What follows belongs to an exercise in optimizing a design on an open flow for small area, a short achievable clock period and few clock cycles per item; a production flow would make more cautious choices. RTL that was checked went through simulation tests only; none was proved equivalent to the original. Power and IR drop assume default switching activity.

## the baseline
## voltmeter_display_controller_core
module voltmeter_display_controller_core (
    input  wire logic                           i_clk,
    input  wire logic                           i_rst_n,
    input  wire logic                           i_cfg_we,
    input  wire logic [vdc_pkg::CFG_IDX_W-1:0]  i_cfg_idx,
    input  wire logic [vdc_pkg::CFG_DATA_W-1:0] i_cfg_data,
    input  wire logic                           i_in_valid,
    output      logic                           o_in_ready,
    input  wire logic [vdc_pkg::FUNC_W-1:0]     i_in_func,
    input  wire logic [9:0]                     i_in_sample,
    input  wire logic [vdc_pkg::SW_W-1:0]       i_in_switches,
    output      logic                           o_out_valid,
    input  wire logic                           i_out_ready,
    output      logic [vdc_pkg::SEG_W-1:0]      o_out_segments,
    output      logic                           o_out_digit_high,
    output      logic [vdc_pkg::DUTY_W-1:0]     o_out_duty_percent,
    output      logic [vdc_pkg::PERIOD_W-1:0]   o_out_compare_count,
    output      logic [vdc_pkg::VAL_W-1:0]      o_out_shown_value
);
    logic [PERIOD_W-1:0]  w_period;
    logic [4*DUTY_W-1:0]  w_levels;
    logic                 w_busy, w_rotate;
    logic                 r_m_valid, r_k_valid, r_p_valid, r_s_pend;
    logic                 w_take, w_adv1, w_adv2;
    assign o_out_valid = r_s_pend && !w_busy;
    assign w_adv2      = r_p_valid && !w_busy && (!r_s_pend || i_out_ready);
    assign w_adv1      = r_m_valid && (!r_p_valid || w_adv2);
    assign o_in_ready  = !r_k_valid;
    assign w_take      = i_in_valid && !r_k_valid;
    always_ff @(posedge i_clk) begin
        if (!i_rst_n) begin
            r_m_valid <= 1'b0;
            r_k_valid <= 1'b0;
            r_p_valid <= 1'b0;
            r_s_pend  <= 1'b0;
        end else begin
            if (w_adv1) begin
                r_m_valid <= r_k_valid || w_take;
                r_k_valid <= 1'b0;
            end else if (w_take) begin
                r_m_valid <= 1'b1;
                r_k_valid <= r_m_valid;
            end
            if (w_adv1)      r_p_valid <= 1'b1;
            else if (w_adv2) r_p_valid <= 1'b0;
            if (w_adv2)                          r_s_pend <= 1'b1;
            else if (o_out_valid && i_out_ready) r_s_pend <= 1'b0;
        end
    end
    logic [FUNC_W-1:0]    r_m_func,  r_k_func;
  ...
Size: roughly 1,200 cells after synthesis, ~170 flip-flops.
Settings: LEC_CHECK=0, ABC_CLOCK_PERIOD_IN_PS=2000, CAP_MARGIN=20, CORE_MARGIN=2, CORE_UTILIZATION=40, CTS_BUF_LIST=sky130_fd_sc_hd__clkbuf_4 sky130_fd_sc_hd__clkbuf_8, CTS_CLUSTER_DIAMETER=60, CTS_CLUSTER_SIZE=40, SETUP_SLACK_MARGIN=5, SLEW_MARGIN=20; clock period 8.0 ns.
run.sh (not shown) runs the stock make flow with config.mk's settings and CLKGATE_MAP_FILE= SYNTH_SCRIPT=/design/flow/synth_recipe.tcl, a recipe that flattens the netlist after the stock synthesis.
The final layout from the baseline, which completed every stage, passed the timing, design-rule and antenna checks at the end of the flow.
Testbench counts of the baseline, summed over its fixed seeds: cycles 17,484, items 16,046.
For the candidate, these inputs were changed with respect to the baseline:
Settings: SETUP_SLACK_MARGIN: 5 -> unset.
==> flow/flow/run.sh (new file) <==
#!/bin/bash
# Standard layout, with the port buffers made from buf_2 cells instead of the
# default choice, and timing repair aiming further below the clock period.
set -euo pipefail
export BUFFER_PORTS_ARGS="-buffer_cell sky130_fd_sc_hd__buf_2"
export SETUP_SLACK_MARGIN=5
bash standard.sh > standard.log 2>&1
==> flow/standard.sh (new file) <==
#!/bin/bash
# synth_recipe.tcl (not shown) runs the flow's synth.tcl, then flattens the netlist and writes it again
# the make line also repeats each setting of config.mk as NAME=value (left out here)
make -C /OpenROAD-flow-scripts/flow DESIGN_CONFIG=/design/flow/config.mk WORK_HOME=/design/flow/orfs CLKGATE_MAP_FILE= SYNTH_SCRIPT=/design/flow/synth_recipe.tcl "${@:-finish}"
removed: flow/run.sh
--- outcome ---
Taking the baseline as the reference, in the candidate instance count on the critical path went up by 13; clock power saw a decrease. From the candidate to the baseline, max-cap violation count did not move at all. The baseline → the candidate: overall power fell 2.8%, total non-filler cell area in the finished layout fell about 4.3%. Required time at the endpoint of the critical path in the candidate vs the baseline: up 1990 ps. The class of the most critical setup path comes out flip-flop to primary output in one run and flip-flop to flip-flop in the other, namely in the baseline and the candidate respectively.

Another version of the RTL of voltmeter_display_controller_core (not shown whole).
For scale: roughly 1200 cells after synthesis, roughly 170 flip-flops, ~81 I/O pins, ~9900 µm² of cells after synthesis.
export LEC_CHECK = 0
export ABC_CLOCK_PERIOD_IN_PS = 2000
export CAP_MARGIN = 20
export CORE_MARGIN = 2
export CORE_UTILIZATION = 40
export CTS_BUF_LIST = sky130_fd_sc_hd__clkbuf_4 sky130_fd_sc_hd__clkbuf_8
export CTS_CLUSTER_DIAMETER = 60
export CTS_CLUSTER_SIZE = 40
export SLEW_MARGIN = 20
create_clock -name core_clock -period 8.0 [get_ports {i_clk}]
standard.sh (not shown) runs the stock make flow with config.mk's settings and CLKGATE_MAP_FILE= SYNTH_SCRIPT=/design/flow/synth_recipe.tcl, a recipe that flattens the netlist after the stock synthesis.
==> flow/flow/run.sh <==
#!/bin/bash
# Standard layout, with the port buffers made from buf_2 cells instead of the
# default choice, and timing repair aiming further below the clock period.
set -euo pipefail
export BUFFER_PORTS_ARGS="-buffer_cell sky130_fd_sc_hd__buf_2"
export SETUP_SLACK_MARGIN=5.4
bash standard.sh > standard.log 2>&1
Rerun with:
==> flow/run.sh (new file) <==
#!/bin/bash
# synth_recipe.tcl (not shown) runs the flow's synth.tcl, then flattens the netlist and writes it again
# the make line also repeats each setting of config.mk as NAME=value (left out here)
make -C /OpenROAD-flow-scripts/flow DESIGN_CONFIG=/design/flow/config.mk WORK_HOME=/design/flow/orfs CLKGATE_MAP_FILE= SYNTH_SCRIPT=/design/flow/synth_recipe.tcl finish
- CTS_BUF_LIST: sky130_fd_sc_hd__clkbuf_4 sky130_fd_sc_hd__clkbuf_8 -> not set
- CTS_CLUSTER_DIAMETER: 60 -> not set
- CTS_CLUSTER_SIZE: 40 -> not set
- SETUP_SLACK_MARGIN: not set -> 5
- TNS_END_PERCENT: not set -> 0
removed: flow/flow/run.sh
removed: flow/standard.sh
Effect:
- clock-buffer cell count is higher by 3
- setup slack loses 49 ps
- die area does not change
- wire length drops by 9.0%
- core utilization is lower by 2.2 points
No functional check of the RTL was part of any run of this note.

fjord:
voltmeter_display_controller_core, a different RTL version from the one above (not shown whole).
For scale: roughly 150 flip-flops, about 81 I/O pins, roughly 9000 um2 of cells after synthesis.
==> flow/design.v (excerpt) <==
module voltmeter_display_controller_core (
    input  wire logic                           i_clk,
    input  wire logic                           i_rst_n,
    input  wire logic                           i_cfg_we,
    input  wire logic [vdc_pkg::CFG_IDX_W-1:0]  i_cfg_idx,
    input  wire logic [vdc_pkg::CFG_DATA_W-1:0] i_cfg_data,
    input  wire logic                           i_in_valid,
    output      logic                           o_in_ready,
    input  wire logic [vdc_pkg::FUNC_W-1:0]     i_in_func,
    input  wire logic [9:0]                     i_in_sample,
    input  wire logic [vdc_pkg::SW_W-1:0]       i_in_switches,
    output      logic                           o_out_valid,
    input  wire logic                           i_out_ready,
    output      logic [vdc_pkg::SEG_W-1:0]      o_out_segments,
    output      logic                           o_out_digit_high,
    output      logic [vdc_pkg::DUTY_W-1:0]     o_out_duty_percent,
    output      logic [vdc_pkg::PERIOD_W-1:0]   o_out_compare_count,
    output      logic [vdc_pkg::VAL_W-1:0]      o_out_shown_value
);
Settings: LEC_CHECK=0, ABC_CLOCK_PERIOD_IN_PS=2000, CAP_MARGIN=20, CORE_MARGIN=2, CORE_UTILIZATION=40, CTS_BUF_LIST=sky130_fd_sc_hd__clkbuf_4 sky130_fd_sc_hd__clkbuf_8, CTS_CLUSTER_DIAMETER=60, CTS_CLUSTER_SIZE=40, SLEW_MARGIN=20; clock period 8.0 ns.
==> flow/flow/run.sh <==
#!/bin/bash
# Standard layout, with the port buffers made from buf_2 cells instead of the
# default choice, and timing repair aiming further below the clock period.
set -euo pipefail
export BUFFER_PORTS_ARGS="-buffer_cell sky130_fd_sc_hd__buf_2"
export SETUP_SLACK_MARGIN=5.2
bash standard.sh > standard.log 2>&1
fjord completed; timing, DRC and antenna clean
Testbench counts of fjord, summed over its fixed seeds: cycles 17,396, items 16,046.
Edits applied to the flow inputs when going from fjord to maple:
Settings: putting PLACE_DENSITY at 0.75 where nothing was set.
==> flow/flow/run.sh <==
#!/bin/bash
# The standard layout (standard.sh: standard synthesis and ORFS flow),
# with two changes: the port buffers are buf_2 cells instead of the default
# choice, and timing repair aims for a setup slack of 5 ns. ORFS writes each
# step's log under orfs/logs/; make's own output goes to standard.log.
set -euo pipefail
export BUFFER_PORTS_ARGS="-buffer_cell sky130_fd_sc_hd__buf_2"
export SETUP_SLACK_MARGIN=5
bash standard.sh > standard.log 2>&1
[summary]
Global-route wire length before repair: maple better than fjord
maple vs fjord: number of cells in the finished layout apart from fillers down by a few percent
In terms of clock skew, maple and fjord differ only marginally.
Re non-clock buffer count: maple is 41 down on fjord.
Per the comparison of maple with fjord, largest stage delay on the critical path closely matched the old numbers, post-route met1 wirelength decreased by 6.5% relative to the old numbers, shortest clock period the worst path allows after layout decreased by 7.4 ps relative to the old numbers, minimum setup slack in the final design increased by 7.4 ps relative to the old numbers.
maple finished end to end and its layout was clean on timing, DRC and antenna.
Cmp fjord and maple / sequential portion of the cell area / higher: maple
> inputs changed (maple -> onyx)
Settings: ABC_AREA newly set to 1.
==> comparison <==
Against maple as the reference, onyx delivers a higher overall fraction of global-route tracks in use. Between onyx and maple, the fraction of the mapped netlist area in adder cells figures differ only marginally. Going from maple to onyx, proportion of power drawn by the clock network grows by 3.1 points. The lower number of instances in the synthesized netlist came out of maple. Comparing signal arrival time at the worst endpoint for maple and onyx, the bigger number came from maple. Signed area change from the synthesized netlist to the final layout was lower in the run labelled onyx. onyx against maple: met3 demand-to-capacity share in global routing fell 0.40 points, non-clock buffer count went down, fraction of area in non-clock buffers moved down, cell area after layout decreased 410 um2.

-- port drivers added, routing unchanged --
The flow's constraints put no driver on any port. The routed layouts listed below were extracted and timed again, unchanged, in two steps. Step 1: set_driving_cell puts a clkbuf_16 on i_clk and a buf_2 on each other input, an assumption about the parent block. Step 2 moves the port delays by t, midway between the first and last clock arrival at a register: inputs arrive t later, outputs are due t later. That takes back most of the time a late clock gives input paths. Three values: no drivers, after step 1, after step 2; two values: the first two.
run	t (ns)	setup WS [ns]	worst data-port slew with drivers (ns)
the baseline	0.493	5.078 / 5.039 / 4.642	0.05
the candidate	0.486	5.074 / 5.066 / 4.660	0.03
the first run of note 2	0.500	4.913 / 4.913 / 4.805	0.06
the second run of note 2	0.468	4.864 / 4.821 / 4.440	0.04
fjord	0.495	5.055 / 5.055 / 4.781	0.03
maple	0.491	5.062 / 5.046 / 4.650	0.05
onyx	0.497	5.129 / 5.088 / 4.713	0.04
After both steps every run listed still meets setup and hold. The setup slack of the baseline, which loses most, moves by -0.039 ns with the drivers and by -0.436 ns with both steps.
